Background: an optimization exercise with open tools, aiming at small area, a short achievable clock period and few clock cycles per item. Do not read the settings as production practice.
RTL that was checked went through simulation tests only; none was proved equivalent to the original.
The RTL of run 3 was laid out without a check of its function.
Power figures rest on the tool's default switching activity, not on a simulated workload.

==> flow/run.sh <==
#!/bin/bash
# synth_recipe.tcl (not shown) runs the flow's synth.tcl, then flattens the netlist and writes it again
# the make line also repeats each setting of config.mk as NAME=value (left out here)
make -C /OpenROAD-flow-scripts/flow DESIGN_CONFIG=/design/flow/config.mk WORK_HOME=/design/flow/orfs CLKGATE_MAP_FILE= SYNTH_SCRIPT=/design/flow/synth_recipe.tcl finish
==> flow/config.mk <==
export PLATFORM = sky130hd
export DESIGN_NAME = invoke_id_remap_table_core
export DESIGN_NICKNAME = invoke_id_remap_table_core
export VERILOG_FILES = /design/flow/design.v
export SDC_FILE = /design/flow/constraint.sdc
export NUM_CORES = 4
export LEC_CHECK = 0
export CAP_MARGIN = 20
export CORE_MARGIN = 2
export CORE_UTILIZATION = 40
export SLEW_MARGIN = 20
==> flow/constraint.sdc <==
create_clock -name core_clock -period 5.0 [get_ports {clk}]
set_input_delay 1.0000 -clock core_clock [delete_from_list [all_inputs] [get_ports {clk}]]
set_output_delay 1.0000 -clock core_clock [all_outputs]
set_load 0.01 [all_outputs]
==> flow/design.v <==
package iirt_pkg;
    localparam int PORT_W  = 8;
    localparam int ORIG_W  = 16;
    localparam int GEN_W   = 15;
    localparam int TDATA_W = 40;
    typedef enum logic [1:0] {
        KIND_ASSIGNED = 2'd0,
        KIND_ROUTED   = 2'd1,
        KIND_NO_MATCH = 2'd2,
        KIND_FULL     = 2'd3
    } kind_t;
    typedef struct packed {
        logic [PORT_W-1:0] port;
        logic [ORIG_W-1:0] orig;
        logic [GEN_W-1:0]  gen;
    } entry_t;
    typedef struct packed {
        logic capture;     
        logic request;     
        logic scan_step;   
        logic finish;      
    } dp_cmd_t;
    typedef struct packed {
        logic out_free;    
        logic fill_zero;   
        logic match;       
        logic pend_valid;  
        logic scan_last;   
    } dp_stat_t;
endpackage
module invoke_id_remap_table_core #(
    parameter int unsigned TABLE_DEPTH = 16,
    parameter int unsigned ID_LIMIT    = 32767
) (
    input  logic                         clk,
    input  logic                         rst_n,
    input  logic [iirt_pkg::TDATA_W-1:0] s_tdata,
    input  logic [0:0]                   s_tuser,
    input  logic                         s_tvalid,
    output logic                         s_tready,
    output logic [iirt_pkg::TDATA_W-1:0] m_tdata,
    output logic [1:0]                   m_tuser,
    output logic                         m_tlast,
    output logic                         m_tvalid,
    input  logic                         m_tready
);
    localparam int D   = TABLE_DEPTH;
    localparam int PW  = iirt_pkg::PORT_W;
    localparam int OW  = iirt_pkg::ORIG_W;
    localparam int GW  = iirt_pkg::GEN_W;
    localparam int PAD = iirt_pkg::TDATA_W - PW - OW - GW;
    localparam logic [GW-1:0] GEN_ONE = 1;
    localparam logic [GW-1:0] GEN_LIM = ID_LIMIT;
    logic          ir_v, ir_op;
    logic [PW-1:0] ir_port;
    logic [OW-1:0] ir_orig;
    logic [GW-1:0] ir_gen;
    logic [D-1:0]  v;
    logic [PW-1:0] t_port [0:D-1];
    logic [OW-1:0] t_orig [0:D-1];
    logic [GW-1:0] t_gen  [0:D-1];
    logic [GW-1:0] nid;      
    logic          busy;     
    logic          oval, olast;
    logic [1:0]    okind;
    logic [PW-1:0] oport;
    logic [OW-1:0] oorig;
    logic [GW-1:0] ogen;
    logic          out_free, adv, take, do_req, do_resp, full, any, more;
    logic [GW-1:0] key;
    logic [D-1:0]  m, sel, shl;
    logic [PW-1:0] sel_port;
    logic [OW-1:0] sel_orig;
    assign out_free = !oval || m_tready;
    assign adv      = out_free && !busy;
    assign s_tready = !ir_v || adv;
    assign take     = s_tvalid && s_tready;
    assign do_req   = ir_v && adv && !ir_op;
    assign do_resp  = (ir_v && adv && ir_op) || (busy && out_free);
    assign full     = &v;
    assign key      = busy ? ogen : ir_gen;
    always_comb
    begin
        logic seen;
        for (int i = 0; i < D; i++)
            m[i] = v[i] && (t_gen[i] == key);
        seen = 1'b0;
        more = 1'b0;
        for (int i = D - 1; i >= 0; i--)
        begin
            sel[i] = m[i] && !seen;
            more   = more || (m[i] && seen);
            seen   = seen || m[i];
        end
        any = seen;
        sel_port = '0;
        sel_orig = '0;
        for (int i = 0; i < D; i++)
        begin
            sel_port = sel_port | (t_port[i] & {PW{sel[i]}});
            sel_orig = sel_orig | (t_orig[i] & {OW{sel[i]}});
        end
        shl[0] = 1'b1;
        for (int i = 1; i < D; i++)
            shl[i] = shl[i-1] && v[i-1];
    end
    always_ff @(posedge clk or negedge rst_n)
    begin
        if (!rst_n)
        begin
            ir_v <= 1'b0;
            v    <= '0;
            nid  <= GEN_ONE;
            busy <= 1'b0;
            oval <= 1'b0;
        end
        else
        begin
            if (take)
                ir_v <= 1'b1;
            else if (adv)
                ir_v <= 1'b0;
            if (do_req && !full)
            begin
                for (int i = 0; i < D; i++)
                    if (shl[i])
                        v[i] <= (i == 0) ? 1'b1 : v[i-1];
                nid <= (nid == GEN_LIM) ? GEN_ONE : nid + GEN_ONE;
            end
            if (do_resp)
            begin
                v    <= v & ~sel;
                busy <= more;
            end
            if (do_req || do_resp)
                oval <= 1'b1;
            else if (m_tready)
                oval <= 1'b0;
        end
    end
    always_ff @(posedge clk)
    begin
        if (take)
        begin
            ir_op   <= s_tuser[0];
            ir_port <= s_tdata[PW-1:0];
            ir_orig <= s_tdata[PW+OW-1:PW];
            ir_gen  <= s_tdata[PW+OW+GW-1:PW+OW];
        end
    end
    always_ff @(posedge clk)
    begin
        if (do_req && !full)
        begin
            for (int i = 0; i < D; i++)
                if (shl[i])
                begin
                    if (i == 0)
                    begin
                        t_port[i] <= ir_port;
                        t_orig[i] <= ir_orig;
                        t_gen[i]  <= nid;
                    end
                    else
                    begin
                        t_port[i] <= t_port[i-1];
                        t_orig[i] <= t_orig[i-1];
                        t_gen[i]  <= t_gen[i-1];
                    end
                end
        end
    end
    always_ff @(posedge clk)
    begin
        if (out_free)
        begin
            if (!do_resp)
            begin
                okind <= full ? iirt_pkg::KIND_FULL : iirt_pkg::KIND_ASSIGNED;
                olast <= 1'b1;
                oport <= '0;
                oorig <= '0;
                ogen  <= full ? '0 : nid;
            end
            else
            begin
                okind <= any ? iirt_pkg::KIND_ROUTED : iirt_pkg::KIND_NO_MATCH;
                olast <= !more;
                oport <= sel_port;
                oorig <= sel_orig;
                ogen  <= key;
            end
        end
    end
    assign m_tvalid = oval;
    assign m_tuser  = okind;
    assign m_tlast  = olast;
    assign m_tdata  = {{PAD{1'b0}}, ogen, oorig, oport};
endmodule
==> results of run 1 <==
==> synthesized netlist by cell type (3+ instances only) <==
cell | instances | area (sq um)
a2111oi_0 | 22 | 193
a21oi_1 | 7 | 35.0
a221o_1 | 6 | 60.1
a221oi_1 | 38 | 333
a222oi_1 | 29 | 290
a22oi_1 | 22 | 165
a22oi_2 | 9 | 113
a2bb2oi_1 | 17 | 149
a31o_1 | 14 | 123
a31oi_1 | 4 | 25.0
a41o_1 | 6 | 60.1
and2_1 | 11 | 68.8
and3_1 | 9 | 56.3
and4_1 | 14 | 123
buf_1 | 4 | 15.0
buf_2 | 17 | 85.1
buf_6 | 21 | 236
clkbuf_1 | 38 | 143
dfrtp_1 | 33 | 826
edfxtp_1 | 706 | 21200
inv_1 | 6 | 22.5
mux2i_4 | 15 | 338
nand2_1 | 136 | 510
nand2b_1 | 6 | 37.5
nand3_1 | 71 | 355
nand4_1 | 49 | 307
nand4_2 | 3 | 37.5
nor2_1 | 50 | 188
nor3_1 | 6 | 30.0
nor3_2 | 3 | 30.0
nor3b_1 | 3 | 22.5
nor4_1 | 23 | 144
nor4_2 | 7 | 87.6
nor4_4 | 3 | 63.8
o211ai_1 | 5 | 37.5
o21ai_0 | 10 | 50.1
o21bai_1 | 4 | 30.0
o22ai_1 | 15 | 93.8
or3_1 | 3 | 18.8
or4_1 | 4 | 30.0
or4_4 | 3 | 33.8
xnor2_1 | 109 | 955
xor2_1 | 144 | 1260
==> worst max-delay path: cells and delay by family, from the launching register on <==
| family | cells | cell delay (ns) |
|---|---|---|
| AND/OR/NAND/NOR | 4 | 1.00 |
| XOR/XNOR | 1 | 0.18 |
| multiplexers | 1 | 0.53 |
| flip-flops | 1 | 0.72 |
| buffers and inverters | 4 | 0.97 |
| AO/OA/AOI/OAI | 3 | 0.78 |
==> registers in the layout, summed over array words and instances, names as in the netlist, 2 cells and up <==
signal and flops:
t_orig 256, t_gen 240, t_port 128, ir_orig 16
oorig 16, v 16, ir_gen 15, nid 15
ogen 15, ir_port 8, oport 8, okind 2
==> cell usage in the layout (no fill, tap or decap), types with 49 or more instances in the layout <==
master	instances
nand4_1	49
nor2_1	49
clkbuf_16	73
buf_4	74
nand2_1	135
edfxtp_1	706
clkdlybuf4s50_1	86
nand3_1	71
xor2_1	144
xnor2_1	109
==> metrics by stage <==
| step | util [%] | setup TNS, ns | hold slack (ns) | area, sq um |
|---|---|---|---|---|
| after detailed placement | 43.5 | 0 | 0.405 | 31700 |
| final | 46.8 | 0 | 0.414 | 34100 |
| after floorplan | - | -0.0108 | 0.400 | 29400 |
| after CTS | 46.8 | 0 | 0.418 | 34100 |
| after global routing | 46.8 | 0 | 0.426 | 34100 |
| after global placement | 43.5 | 0 | 0.401 | 31700 |
==> path summary, 6_finish.rpt <==
check	to	slack [ns]
hold / removal	t_orig[0][9]$_DFFE_PP_	0.41
max in group asynchronous	busy$_DFFE_PN0N_	3.87
setup / recovery	oorig[6]$_SDFFCE_PP0N_	0.54
setup reg to reg	oorig[6]$_SDFFCE_PP0N_	0.54
hold reg to reg	t_orig[0][9]$_DFFE_PP_	0.41
min in group asynchronous	v[3]$_DFFE_PN0P_	0.52
==> where the power goes <==
group          total, uW  switching [uW]  internal [uW]  leakage [uW]
combinational        760             464            295       0.00296
sequential          7520             246           7270       0.00696
clock               5420            2290           3130       0.00116
total              13700            3000          10700        0.0111
==> cell families (layout without fill, tap and decap cells) <==
| family | count (synthesis) | in the layout | synth area share (%) |
|---|---|---|---|
| fa+ha+maj | 2 | 2 | 0.0766 |
| other cells | 1 | 3 | 0.0128 |
| mux | 15 | 15 | 1.15 |
| flops | 740 | 740 | 75.0 |
| compound gates | 222 | 222 | 6.43 |
| simple gates | 421 | 421 | 7.90 |
| buf+inv | 90 | 310 | 1.88 |
| xor+xnor | 253 | 253 | 7.54 |
==> routing by layer <==
layer / vias up / routed length [um] / part of all wire (%)
met5: - / 0 / 0
met4: 0 / 1250 / 2.0
met3: 84 / 2750 / 4.4
met2: 421 / 29800 / 48
met1: 7844 / 28100 / 45
li1: 7175 / - / -
==> layout make-up <==
type                    instances  share of cell area, %
clock inverters                39                   1.19
diodes                          2                 0.0147
inverters                       6                 0.0661
clock buffers                  95                   5.72
multi-input cells             914                   20.1
repair buffers                170                   4.67
flip-flops and latches        740                   64.7
well taps                     959                   3.52
==> summary.txt, run 1 <==
Initial Util=40.4%; number of nets in the final layout=1,950; number of maximum-capacitance constraint violations=0; number of buffers on the longest clock path=3; Peak supply drop=0.265 mV; wire length of the first global-routing pass=95,000 um; total length of routed wires=61,900 um; number of detailed-routing iterations run before antenna repair=6; number of filler instances in the final layout=6,232; number of violations reported at the end of detailed-routing iteration 0=1,304; chip width=275 um; total overflow reported by the global router=0; slowest library cell on the worst path=dfrtp_2; maximum level of the CTS H-tree=3; flip-flop and latch area=22,100 sq um; area of combinational cells with multiple inputs=6860 sq um; Final Skew=0.0166 ns; Cell variety after synth=76; number of setup buffers added after CTS=0; CTS clock-pin slew for the worst setup and hold paths=0.06 ns; setup slack after layout=0.541 ns; GPL Wtd Cong=0.802; number of CTS-inserted buffers=72; Syn Inst Count=1,744; antenna violations before repair=0; most congested layer reported by global routing=met2; met3 Track Usage GR=2.39%; headroom to the max-slew limit=32.5%; CTS tree=yes; final cycle utilization of the critical path=89.2%; category of the most critical setup path=flop to flop; EDFF count, synth=706; DR vias/cell=5.31; number of cells on the worst hold path=0; # rows=99; clock period minus worst slack=4.46 ns; number of synthesized register bits=740; critical path arrival=4.81 ns; achievable clock frequency=0.224 GHz; vias after detailed routing=15.5k; via count of the first global-routing pass=16.0k; Leakage Power=0.0111 uW; met2 track demand over resource in global routing=26.9%; sort of element at the end of the critical path=flop; overall die area=75,700 sq um; total power divided by cell area=402 nW/um^2; Placeable Area=72,800 sq um; area of the mapped netlist=29,400 sq um; worst skew pair latency=0.62 ns; worst reg2reg path depth=13; share of final-layout standard cells stronger than drive strength 1=13.6%; clock root buffer=clkbuf_16; Overall Power=13,700 uW; peak per-stage delay on the critical path=0.72 ns; sinks on the clock net=740; global routing usage summed across all routing layers=16.5%; Area Growth Syn to Fin=16.0%; number of standard cells in the layout, taps in and fillers out=2,925; GR met1 Demand/Resource=22.9%; reg-to-reg critical path startpoint=busy$_DFFE_PN0N_; # port buffers=87; outcome=timing/DRC/antenna clean; critical path, cell by cell=buf_12 > mux2i_4 > buf_4 > xor2_1 > nand4_1 > nor4_2 > buf_4 > or2b_2 > buf_4 > a2111oi_0 > a221oi_1 > a41o_1 > nand4_1; sequential fraction of the synthesis area=75.0%; Antenna Nets Post-Route=0; routed length per instance=21.2 um; post-cts hold buffer count=0; Post-route DRC=0; # resized after CTS=0; cell count after placement=2,788; launching element of the worst setup path=busy$_DFFE_PN0N_; worst-case setup slack after placement=0.506 ns; number of primary I/O pins=90; Final setup violation count=0; fraction of synthesis flops using an asynchronous set or reset pin=4.59%; maximum net fanout on the critical path=21; start point of the worst hold path=ir_orig[9]$_DFFE_PP_; RSZ-0062 raised after global routing=false; most repeated library cell on the critical path=buf_4; worst min-delay path category=flop to flop; measured slew at the worst slew-check pin=1.01 ns; Synthesized Nets=1,790; most used flip-flop cell after synthesis=edfxtp_1; pin count of the biggest net entering global routing=45; Post-DP HPWL=43,500 um; average instance area after synthesis=16.9 sq um; critical path launch point type=flop; required time of the critical path=5.35 ns; Yosys warning total=4; final hold violation count=0; die boundary height=275 um; final-report max-slew violation count=0
Testbench counts, summed over its fixed seeds: cycles 3,216, items 3,200.
==> inputs of run 2 (changes only) <==
--- a/flow/design.v
+++ b/flow/design.v
@@ -61,44 +61,53 @@
     logic [GW-1:0] t_gen  [0:D-1];
     logic [GW-1:0] nid;      
     logic          busy;     
+    logic [D-1:0]  pend;     
     logic          oval, olast;
     logic [1:0]    okind;
     logic [PW-1:0] oport;
     logic [OW-1:0] oorig;
     logic [GW-1:0] ogen;
-    logic          out_free, adv, take, do_req, do_resp, full, any, more;
-    logic [GW-1:0] key;
-    logic [D-1:0]  m, sel, shl;
+    logic          out_free, adv, take, req_n, resp_n, do_app, full, any, more, plast;
+    logic [D-1:0]  vq, m, psel, pb, s, shl;
     logic [PW-1:0] sel_port;
     logic [OW-1:0] sel_orig;
     assign out_free = !oval || m_tready;
     assign adv      = out_free && !busy;
     assign s_tready = !ir_v || adv;
     assign take     = s_tvalid && s_tready;
-    assign do_req   = ir_v && adv && !ir_op;
-    assign do_resp  = (ir_v && adv && ir_op) || (busy && out_free);
+    assign req_n    = ir_v && !ir_op && !busy;    
+    assign resp_n   = ir_v &&  ir_op && !busy;    
     assign full     = &v;
-    assign key      = busy ? ogen : ir_gen;
+    assign do_app   = req_n && out_free && !full;
     always_comb
     begin
         logic seen;
+        vq = v & {D{resp_n}};
         for (int i = 0; i < D; i++)
-            m[i] = v[i] && (t_gen[i] == key);
+            m[i] = vq[i] && (t_gen[i] == ir_gen);
+        any  = |m;
+        more = 1'b0;
         seen = 1'b0;
-        more = 1'b0;
+        for (int i = 0; i < D; i++)
+        begin
+            more = more || (m[i] && seen);
+            seen = seen || m[i];
+        end
+        seen = 1'b0;
         for (int i = D - 1; i >= 0; i--)
         begin
-            sel[i] = m[i] && !seen;
-            more   = more || (m[i] && seen);
-            seen   = seen || m[i];
-        end
-        any = seen;
+            psel[i] = pend[i] && !seen;
+            seen    = seen || pend[i];
+        end
+        plast = ((pend & ~psel) == '0);
+        pb    = psel & {D{busy}};
+        s     = m | pb;
         sel_port = '0;
         sel_orig = '0;
         for (int i = 0; i < D; i++)
         begin
-            sel_port = sel_port | (t_port[i] & {PW{sel[i]}});
-            sel_orig = sel_orig | (t_orig[i] & {OW{sel[i]}});
+            sel_port = sel_port | (t_port[i] & {PW{s[i]}});
+            sel_orig = sel_orig | (t_orig[i] & {OW{s[i]}});
         end
         shl[0] = 1'b1;
         for (int i = 1; i < D; i++)
@@ -120,23 +129,26 @@
                 ir_v <= 1'b1;
             else if (adv)
                 ir_v <= 1'b0;
-            if (do_req && !full)
+            if (do_app)
             begin
                 for (int i = 0; i < D; i++)
                     if (shl[i])
                         v[i] <= (i == 0) ? 1'b1 : v[i-1];
                 nid <= (nid == GEN_LIM) ? GEN_ONE : nid + GEN_ONE;
             end
-            if (do_resp)
-            begin
-                v    <= v & ~sel;
-                busy <= more;
-            end
-            if (do_req || do_resp)
-                oval <= 1'b1;
-            else if (m_tready)
-                oval <= 1'b0;
-        end
+            else if (out_free)
+                v <= v & ~m;
+            if (out_free)
+            begin
+                busy <= busy ? !plast : (resp_n && more);
+                oval <= req_n || (resp_n && !more) || busy;
+            end
+        end
+    end
+    always_ff @(posedge clk)
+    begin
+        if (out_free)
+            pend <= busy ? (pend & ~psel) : m;
     end
     always_ff @(posedge clk)
     begin
@@ -150,7 +162,7 @@
     end
     always_ff @(posedge clk)
     begin
-        if (do_req && !full)
+        if (do_app)
         begin
             for (int i = 0; i < D; i++)
                 if (shl[i])
@@ -174,21 +186,24 @@
     begin
         if (out_free)
         begin
-            if (!do_resp)
+            oport <= sel_port;
+            oorig <= sel_orig;
+            if (busy)
+            begin
+                okind <= iirt_pkg::KIND_ROUTED;
+                olast <= plast;
+            end
+            else if (resp_n)
+            begin
+                okind <= any ? iirt_pkg::KIND_ROUTED : iirt_pkg::KIND_NO_MATCH;
+                olast <= 1'b1;
+                ogen  <= ir_gen;
+            end
+            else
             begin
                 okind <= full ? iirt_pkg::KIND_FULL : iirt_pkg::KIND_ASSIGNED;
                 olast <= 1'b1;
-                oport <= '0;
-                oorig <= '0;
                 ogen  <= full ? '0 : nid;
-            end
-            else
-            begin
-                okind <= any ? iirt_pkg::KIND_ROUTED : iirt_pkg::KIND_NO_MATCH;
-                olast <= !more;
-                oport <= sel_port;
-                oorig <= sel_orig;
-                ogen  <= key;
             end
         end
     end
==> summary.txt, run 2 <==
headroom to the max-slew limit=23.4% (-9.2 points); Initial Util=40.4% (+0.053 points); EDFF count, synth=722 (+2.3%); final hold violation count=0 (unchanged); chip width=276 um (+0.15%); Final Skew=0.0256 ns (+0.00896 ns); # resized after CTS=0 (unchanged); combinational cell fraction of total power=7.4% (+1.9 points); DR vias/cell=5.72 (+7.8%); start point of the worst hold path=ir_orig[9]$_DFFE_PP_; CTS clock-pin slew for the worst setup and hold paths=0.06 ns (about the same); Post-DP HPWL=46,900 um (+7.8%); share of final-layout standard cells stronger than drive strength 1=11.0% (-2.7 points); die boundary height=276 um (+0.15%); category of the most critical setup path=flop to flop; number of violations reported at the end of detailed-routing iteration 0=1,689 (+30%); Cell variety after synth=66 (-13%); global routing usage summed across all routing layers=19.6% (+3.2 points); worst min-delay path category=flop to flop; Yosys warning total=4 (unchanged); final-report max-slew violation count=0 (unchanged); overall die area=75,900 sq um (+0.30%); simple-gate share of the synthesized area=7.73% (-0.17 points); vias after detailed routing=16.9k (+8.8%); # port buffers=87 (unchanged); list of most frequent post-synthesis cells=edfxtp_1, xnor2_1, nand2_1; average instance area after synthesis=16.6 sq um (-1.6%); worst reg2reg path depth=10 (-3); Post-route DRC=0 (unchanged); GPL Wtd Cong=0.839 (+4.6%); number of buffers on the longest clock path=3 (unchanged); Peak supply drop=0.313 mV (+18%); proportion of synthesized area in mux cells=0% (-1.1 points); critical path, cell by cell=xor2_1 > or4_1 > nor4_1 > buf_4 > a21o_1 > buf_4 > a22oi_1 > nand3_1 > a21oi_1 > nand3_1; number of setup buffers added after CTS=0 (unchanged); number of nets in the final layout=1,979 (+1.5%); Reg with most FFs=t_orig; register-to-register path setup slack=1.10 ns (+0.56 ns); fraction of the mapped netlist area in compound gates=6.85% (+0.42 points); Synthesized Nets=1,823 (+1.8%); flip-flop count of the largest register after layout=256 (unchanged); Internal Pwr Total=11,000 uW (+2.5%); number of primary I/O pins=90 (unchanged); CTS tree=yes; setup slack after layout=1.10 ns (+0.557 ns); Final setup violation count=0 (unchanged); maximum net fanout on the critical path=13 (-38%); area of the mapped netlist=29,500 sq um (+0.30%); proportion of power drawn by flip-flops and latches=52.2% (-2.7 points); peak per-stage delay on the critical path=1.02 ns (+0.30 ns); reg-to-reg critical path startpoint=ir_gen[5]$_DFFE_PP_; cell with the most instances after synthesis=edfxtp_1; RSZ-0062 raised after global routing=false; switching pwr=3290 uW (+9.7%); slowest library cell on the worst path=edfxtp_1; worst-case setup slack after placement=0.865 ns (+0.359 ns); number of maximum-capacitance constraint violations=0 (unchanged); antenna cells=0 (-2); wire length of the first global-routing pass=110,000 um (+16%); sort of element at the end of the critical path=flop; Area Growth Syn to Fin=16.5%; Syn Inst Count=1,777 (+1.9%); hold worst-path end=t_orig[0][9]$_DFFE_PP_; clock period minus worst slack=3.90 ns (-0.557 ns); total length of routed wires=74,800 um (+21%); total power divided by cell area=415 nW/um^2 (+3.3%); capture point of the worst reg-to-reg path=oorig[15]$_DFFE_PP_; outcome=timing/DRC/antenna clean; final total negative setup slack=0 ns (unchanged); most used cells in the layout excluding fill and tap cells=edfxtp_1, xnor2_1, nand2_1, nand3_1, clkdlybuf4s50_1; final cycle utilization of the critical path=78.0% (-11 points); # rows=99 (unchanged); area share of the largest cell type after synthesis=73.5% (+1.4 points); post-cts hold buffer count=0 (unchanged); number of synthesized register bits=756 (+2.2%); clock root buffer=clkbuf_16; via count of the first global-routing pass=17.4k (+8.7%); routed length per instance=25.3 um (+20%); achievable clock frequency=0.256 GHz (+14%); Leakage Power=0.0112 uW (+0.92%); antenna violations before repair=0 (unchanged); fraction of synthesis flops using an asynchronous set or reset pin=4.50% (-0.097 points); post-synth top area cell=edfxtp_1; Regs by FF count=t_orig (256), t_gen (240), t_port (128); maximum level of the CTS H-tree=3 (unchanged); Clk network pwr share=40.4% (+0.8 points); most used flip-flop cell after synthesis=edfxtp_1; adder and majority cell fraction of the synthesized area=0.178% (+0.10 points); switching fraction of total power=23.1% (+1.2 points); sequential fraction of the synthesis area=76.4% (+1.4 points); xor and xnor fraction of the mapped netlist area=7.52% (-0.023 points); required time of the critical path=5.46 ns (+0.11 ns); number of cells on the worst hold path=0 (unchanged); worst skew pair latency=0.63 ns (about the same); total overflow reported by the global router=0 (unchanged); number of CTS-inserted buffers=75 (+4.2%); measured slew at the worst slew-check pin=1.15 ns (+0.137 ns); Antenna Nets Post-Route=0 (unchanged); critical path arrival=4.36 ns (-0.45 ns); number of detailed-routing iterations run before antenna repair=7 (+1); biggest area contributors in the synthesized netlist=edfxtp_1, xnor2_1, dfrtp_1, xor2_1, a22oi_1; Placeable Area=73,000 sq um (+0.17%); critical path launch point type=flop; pin count of the biggest net entering global routing=50 (+11%); dominant combinational cell family by area after synthesis=simple AND/OR/NAND/NOR gates; sinks on the clock net=756 (+2.2%); most common cell after layout, fill and taps aside=edfxtp_1
[run 2: routing by layer]
metal	wire [um]	GRT usage, %	up-vias	share of wire [%]
met5	0	0	-	0
met4	1910	6.40	0	2.6
met3	5600	3.37	131	7.5
met2	36500	32.8	777	49
met1	30800	26.1	8651	41
li1	-	-	7331	-
[run 2: cell type report]
class                           instances  area (sq um)
Clock inverter                         39           488
Multi-Input combinational cell        941          6720
Timing Repair Buffer                  154          1370
Fill cell                            6058         38600
Sequential cell                       756         22500
Clock buffer                           97          2020
Tap cell                              959          1200
Inverter                                5          20.0
[run 2: how the worst max path moves through the flow]
stage | from | to | cells past startpoint
finish | ir_gen[5]$_DFFE_PP_ | oorig[15]$_DFFE_PP_ | 10
detailed placement | m_tready | t_gen[1][6]$_DFFE_PP_ | 9
global route | ir_gen[5]$_DFFE_PP_ | oorig[15]$_DFFE_PP_ | 10
floorplan | m_tready | t_gen[4][0]$_DFFE_PP_ | 8
CTS | ir_gen[4]$_DFFE_PP_ | oorig[15]$_DFFE_PP_ | 11
global placement | m_tready | t_gen[1][2]$_DFFE_PP_ | 9
[run 2: kinds of logic (layout without fill, tap and decap cells)]
family | count (synthesis) | in the layout
xor gates and xnor gates | 253 | 253
other | 1 | 1
AOI/OAI and AO/OA | 260 | 260
and+or+nand+nor | 422 | 422
DFF | 756 | 756
adders and majority gates | 5 | 5
buffers and inverters | 80 | 295
[run 2: power groups by stage]
stage	combinational (uW)	sequential, uW	clock, uW
6_report	1050	7450	5770
3_5_place_dp	1040	7580	0
4_1_cts	1050	7450	5860
5_1_grt	1130	7470	6100
3_3_place_gp	1030	7560	0
2_1_floorplan	612	7480	0
[run 2: worst max-delay path, delay by kind of cell, from the launching register on]
family	cells	cell delay [ns]
simple gates	4	1.29
flops	1	1.02
compound gates	3	0.70
buf+inv	2	0.54
xor+xnor	1	0.17
[run 2: metrics by stage]
step / instance area, sq um / util (%) / std cells / hold slack [ns] / power [uW]
after global routing: 34400 / 47.1 / 2951 / 0.425 / 14700
final: 34400 / 47.1 / 2951 / 0.420 / 14300
after global placement: 31800 / 43.6 / 2815 / 0.401 / 8590
after CTS: 34400 / 47.1 / 2951 / 0.420 / 14400
after floorplan: 29500 / - / 1777 / 0.400 / 8090
after detailed placement: 31800 / 43.6 / 2815 / 0.405 / 8620
Testbench counts of run 2, summed over its fixed seeds: cycles 3,216, items 3,200.
==> inputs of run 3 (changes only) <==
--- a/flow/design.v
+++ b/flow/design.v
@@ -62,16 +62,26 @@
     logic [GW-1:0] nid;      
     logic          busy;     
     logic [D-1:0]  pend;     
+    logic [GW-1:0] kgen;     
     logic          oval, olast;
     logic [1:0]    okind;
     logic [PW-1:0] oport;
     logic [OW-1:0] oorig;
     logic [GW-1:0] ogen;
+    logic          sval, slast;
+    logic [1:0]    skind;
+    logic [PW-1:0] sport;
+    logic [OW-1:0] sorig;
+    logic [GW-1:0] sgen;
+    logic          rval, rlast;
+    logic [1:0]    rkind;
+    logic [GW-1:0] rgen;
+    logic          opop, oload;
     logic          out_free, adv, take, req_n, resp_n, do_app, full, any, more, plast;
     logic [D-1:0]  vq, m, psel, pb, s, shl;
     logic [PW-1:0] sel_port;
     logic [OW-1:0] sel_orig;
-    assign out_free = !oval || m_tready;
+    assign out_free = !sval;               
     assign adv      = out_free && !busy;
     assign s_tready = !ir_v || adv;
     assign take     = s_tvalid && s_tready;
@@ -109,6 +119,25 @@
             sel_port = sel_port | (t_port[i] & {PW{s[i]}});
             sel_orig = sel_orig | (t_orig[i] & {OW{s[i]}});
         end
+        rval = out_free && (req_n || (resp_n && !more) || busy);
+        if (busy)
+        begin
+            rkind = iirt_pkg::KIND_ROUTED;
+            rlast = plast;
+            rgen  = kgen;
+        end
+        else if (resp_n)
+        begin
+            rkind = any ? iirt_pkg::KIND_ROUTED : iirt_pkg::KIND_NO_MATCH;
+            rlast = 1'b1;
+            rgen  = ir_gen;
+        end
+        else
+        begin
+            rkind = full ? iirt_pkg::KIND_FULL : iirt_pkg::KIND_ASSIGNED;
+            rlast = 1'b1;
+            rgen  = full ? '0 : nid;
+        end
         shl[0] = 1'b1;
         for (int i = 1; i < D; i++)
             shl[i] = shl[i-1] && v[i-1];
@@ -122,6 +151,7 @@
             nid  <= GEN_ONE;
             busy <= 1'b0;
             oval <= 1'b0;
+            sval <= 1'b0;
         end
         else
         begin
@@ -139,14 +169,19 @@
             else if (out_free)
                 v <= v & ~m;
             if (out_free)
-            begin
                 busy <= busy ? !plast : (resp_n && more);
-                oval <= req_n || (resp_n && !more) || busy;
-            end
-        end
-    end
-    always_ff @(posedge clk)
-    begin
+            if (oload)
+                oval <= sval || rval;
+            if (!oload && rval)
+                sval <= 1'b1;
+            else if (opop)
+                sval <= 1'b0;
+        end
+    end
+    always_ff @(posedge clk)
+    begin
+        if (!busy)
+            kgen <= ir_gen;
         if (out_free)
             pend <= busy ? (pend & ~psel) : m;
     end
@@ -182,29 +217,39 @@
                 end
         end
     end
-    always_ff @(posedge clk)
-    begin
-        if (out_free)
-        begin
-            oport <= sel_port;
-            oorig <= sel_orig;
-            if (busy)
+    assign opop  = oval && m_tready;
+    assign oload = !oval || m_tready;
+    always_ff @(posedge clk)
+    begin
+        if (oload)
+        begin
+            if (sval)
             begin
-                okind <= iirt_pkg::KIND_ROUTED;
-                olast <= plast;
-            end
-            else if (resp_n)
-            begin
-                okind <= any ? iirt_pkg::KIND_ROUTED : iirt_pkg::KIND_NO_MATCH;
-                olast <= 1'b1;
-                ogen  <= ir_gen;
+                okind <= skind;
+                olast <= slast;
+                oport <= sport;
+                oorig <= sorig;
+                ogen  <= sgen;
             end
             else
             begin
-                okind <= full ? iirt_pkg::KIND_FULL : iirt_pkg::KIND_ASSIGNED;
-                olast <= 1'b1;
-                ogen  <= full ? '0 : nid;
+                okind <= rkind;
+                olast <= rlast;
+                oport <= sel_port;
+                oorig <= sel_orig;
+                ogen  <= rgen;
             end
+        end
+    end
+    always_ff @(posedge clk)
+    begin
+        if (!sval)
+        begin
+            skind <= rkind;
+            slast <= rlast;
+            sport <= sel_port;
+            sorig <= sel_orig;
+            sgen  <= rgen;
         end
     end
     assign m_tvalid = oval;
--- a/flow/config.mk
+++ b/flow/config.mk
@@ -8,4 +8,5 @@
 export CAP_MARGIN = 20
 export CORE_MARGIN = 2
 export CORE_UTILIZATION = 40
+export SETUP_SLACK_MARGIN = 1.5
 export SLEW_MARGIN = 20
==> summary.txt, run 3 <==
Yosys warning total=4 (unchanged); average instance area after synthesis=16.1 sq um (-3.0%); number of CTS-inserted buffers=80 (+6.7%); vias after detailed routing=17.7k (+4.8%); Peak supply drop=0.320 mV (+2.1%); launching element of the worst setup path=busy$_DFFE_PN0N_; # rows=102 (+3.0%); Post-DP HPWL=49,600 um (+5.8%); Cell variety after synth=63 (-4.5%); slowest library cell on the worst path=or4_4; Placeable Area=77,200 sq um (+5.8%); number of violations reported at the end of detailed-routing iteration 0=1,541 (-8.8%); met2 track demand over resource in global routing=34.0% (+1.2 points); Regs by FF count=t_orig (256), t_gen (240), t_port (128); Antenna Nets Post-Route=0 (unchanged); register-to-register path setup slack=1.57 ns (+0.48 ns); final hold violation count=0 (unchanged); category of the most critical setup path=flop to flop; start point of the worst hold path=ir_orig[8]$_DFFE_PP_; DR vias/cell=5.44 (-4.9%); RSZ-0062 raised after global routing=true; CP bufs+invs=2 (unchanged); final-report max-slew violation count=0 (unchanged); via count of the first global-routing pass=18.1k (+4.4%); wire length of the first global-routing pass=116,000 um (+5.3%); critical path, cell by cell=inv_1 > and3_2 > buf_6 > nand4_1 > or4_4 > and4_1 > a22oi_1 > nor3_1 > or3_1 > nand4_1 > a221oi_1; EDFF count, synth=737 (+2.1%); antenna violations before repair=2 (+2); die boundary height=283 um (+2.6%); simple-gate share of the synthesized area=7.62% (-0.11 points); xor and xnor fraction of the mapped netlist area=7.14% (-0.38 points); Area Growth Syn to Fin=19.3%; Initial Util=40.2% (-0.20 points); final total negative setup slack=0 ns (unchanged); Final Skew=0.0220 ns (-0.00362 ns); global routing usage summed across all routing layers=19.9% (+0.23 points); outcome=timing/DRC/antenna clean; area of the mapped netlist=31,000 sq um (+5.3%); sequential fraction of the synthesis area=76.8% (+0.40 points); required time of the critical path=5.46 ns (about the same); area share of the largest cell type after synthesis=71.3% (-2.2 points); share of final-layout standard cells stronger than drive strength 1=14.2% (+3.2 points); most repeated library cell on the critical path=nand4_1; logic depth of the worst path, buffers included=11 (+1); worst skew pair latency=0.62 ns (about the same); reg-to-reg critical path startpoint=busy$_DFFE_PN0N_; headroom to the max-slew limit=33.5% (+10 points); number of detailed-routing iterations run before antenna repair=5 (-2); Synthesized Nets=1,975 (+8.3%); clock period minus worst slack=3.43 ns (-0.476 ns); Post-route DRC=0 (unchanged); overall die area=79,900 sq um (+5.2%); worst reg2reg path depth=11 (+1); most used cells in the layout excluding fill and tap cells=edfxtp_1, nand2_1, xor2_1, xnor2_1, buf_4; number of maximum-capacitance constraint violations=0 (unchanged); biggest area contributors in the synthesized netlist=edfxtp_1, xor2_1, xnor2_1, dfrtp_1, dfxtp_1; CTS clock-pin slew for the worst setup and hold paths=0.06 ns (about the same); most congested layer reported by global routing=met2; Final setup violation count=0 (unchanged); GPL Wtd Cong=0.830 (-1.1%); maximum net fanout on the critical path=18 (+5); Reg with most FFs=t_orig; CTS tree=yes; antenna cells=0 (unchanged); Leakage Power=0.0125 uW (+11%); critical path launch point type=flop; adder and majority cell fraction of the synthesized area=0.137% (-0.041 points); total length of routed wires=79,500 um (+6.2%); post-synth top area cell=edfxtp_1; proportion of synthesized area in mux cells=0% (unchanged); sinks on the clock net=814 (+7.7%); chip width=283 um (+2.6%); flip-flop count of the largest register after layout=256 (unchanged); worst min-delay path category=flop to flop; sort of element at the end of the critical path=flop; fraction of the mapped netlist area in compound gates=6.85% (about the same); # port buffers=87 (unchanged); dominant combinational cell family by area after synthesis=simple AND/OR/NAND/NOR gates; final cycle utilization of the critical path=68.5% (-9.5 points); number of filler instances in the final layout=6,536 (+7.9%); achievable clock frequency=0.292 GHz (+14%); pin count of the biggest net entering global routing=66 (+32%); Syn Inst Count=1,929 (+8.6%); capture point of the worst reg-to-reg path=sval$_DFFE_PN0P_; number of nets in the final layout=2,195 (+11%); total power divided by cell area=431 nW/um^2 (+3.7%); fin util=48.0% (+0.89 points); Critical Path End=sval$_DFFE_PN0P_; maximum level of the CTS H-tree=3 (unchanged); peak per-stage delay on the critical path=0.65 ns (-0.37 ns); routed length per instance=24.4 um (-3.7%); post-cts hold buffer count=0 (unchanged); measured slew at the worst slew-check pin=0.997 ns (-0.152 ns); number of synthesized register bits=814 (+7.7%); met3 Track Usage GR=3.60% (+0.23 points); critical path arrival=3.89 ns (-0.47 ns); most common cell after layout, fill and taps aside=edfxtp_1; fraction of synthesis flops using an asynchronous set or reset pin=4.30% (-0.20 points); number of buffers on the longest clock path=3 (unchanged); list of most frequent post-synthesis cells=edfxtp_1, nand2_1, xor2_1; number of primary I/O pins=90 (unchanged); GR met1 Demand/Resource=25.6% (-0.53 points); most used flip-flop cell after synthesis=edfxtp_1; clock root buffer=clkbuf_16; total overflow reported by the global router=0 (unchanged); cell with the most instances after synthesis=edfxtp_1; cell type group with the largest total delay on the critical path=simple AND/OR/NAND/NOR gates
-- run 3: cell types whose count changed in the layout (fill, tap and decap cells not counted), sizes merged, moves of 24 or more --
cell,delta
nand2,+57
dfxtp,+42
a21oi,+36
a221oi,+26
xor2,+53
xnor2,-53
a222oi,-24
a22o,-31
buf,+70
-- run 3: cell type report --
type,instances,area (sq um),area share [%]
well taps,1040,1300,3.51
repair buffers,224,2190,5.92
flip-flops and latches,814,23900,64.4
inverters,9,38.8,0.105
multi-input cells,1020,6950,18.8
clock inverters,28,304,0.821
clock buffers,119,2400,6.49
-- run 3: worst min path at each step --
| stage | cells past startpoint | end | slack (ns) |
|---|---|---|---|
| after floorplan | 0 | t_orig[0][0]$_DFFE_PP_ | 0.40 |
| after global placement | 0 | t_port[0][7]$_DFFE_PP_ | 0.40 |
| after detailed placement | 0 | t_port[0][2]$_DFFE_PP_ | 0.41 |
| after CTS | 0 | t_port[0][2]$_DFFE_PP_ | 0.42 |
| after global routing | 0 | t_port[0][2]$_DFFE_PP_ | 0.43 |
| final | 0 | t_orig[0][8]$_DFFE_PP_ | 0.42 |
-- run 3: metal layers --
metal  vias to the layer above  part of all wire, %  routed length [um]
met2                       694                   50               39600
li1                       7887                    -                   -
met4                         0                  2.5                1990
met1                      8992                   41               32500
met3                       133                  6.8                5380
met5                         -                    0                   0
-- run 3: logic make-up after synthesis --
kind of cell,after synthesis
buffers and inverters,97
AND/OR/NAND/NOR,459
AO/OA/AOI/OAI,301
flip-flops,814
XOR/XNOR,253
other,1
adder cells (fa/ha/maj),4
-- run 3: what timing repair did --
action | CTS | global route
buffers inserted | 38 | 26
setup endpoints to repair | 176 | 155
cloned | 1 | 1
pin swaps | 6 | 9
resized for setup | 13 | 25
-- run 3: metrics by stage --
| stage | power, uW | std cells | cell area (sq um) | worst slack [ns] | hold slack [ns] |
|---|---|---|---|---|---|
| global route | 16500 | 3254 | 37000 | 1.45 | 0.429 |
| global placement | 9820 | 3041 | 33500 | 1.08 | 0.402 |
| detailed placement | 9860 | 3041 | 33500 | 1.06 | 0.406 |
| CTS | 16000 | 3227 | 36700 | 1.45 | 0.420 |
| finish | 15900 | 3254 | 37000 | 1.57 | 0.421 |
| floorplan | 9190 | 1929 | 31100 | 1.09 | 0.400 |
-- run 3: power by group --
group,switching (uW),internal (uW)
combinational,831,522
clock,2520,3640
sequential,323,8110
total,3670,12300

## afterwards: timing with drivers on the ports
In the flow no input, the clock included, has a driving cell. The finished layouts below were timed again as built, in two steps. Step 1: set_driving_cell puts a clkbuf_16 on clk and a buf_2 on each other input, an assumption about the parent block. Step 2 also shifts input and output timing later by t, the mid clock arrival at the registers, as if the neighbouring blocks saw the same clock. Slacks: no drivers / after step 1 / after step 2; pairs: no drivers / after step 1.
run | t (ns) | setup WS [ns] | hold slack, ns | latest minus earliest clock arrival (ns)
run 1 | 0.667 | 0.541 / 0.541 / 0.541 | 0.414 / 0.414 / 0.414 | 0.017 / 0.017
run 2 | 0.678 | 1.099 / 1.096 / 0.885 | 0.420 / 0.420 / 0.420 | 0.027 / 0.027
run 3 | 0.673 | 1.575 / 1.575 / 1.575 | 0.421 / 0.421 / 0.421 | 0.023 / 0.023
After both steps every run listed still meets setup and hold. The setup slack of run 2, which loses most, moves by -0.003 ns with the drivers and by -0.214 ns with both steps.
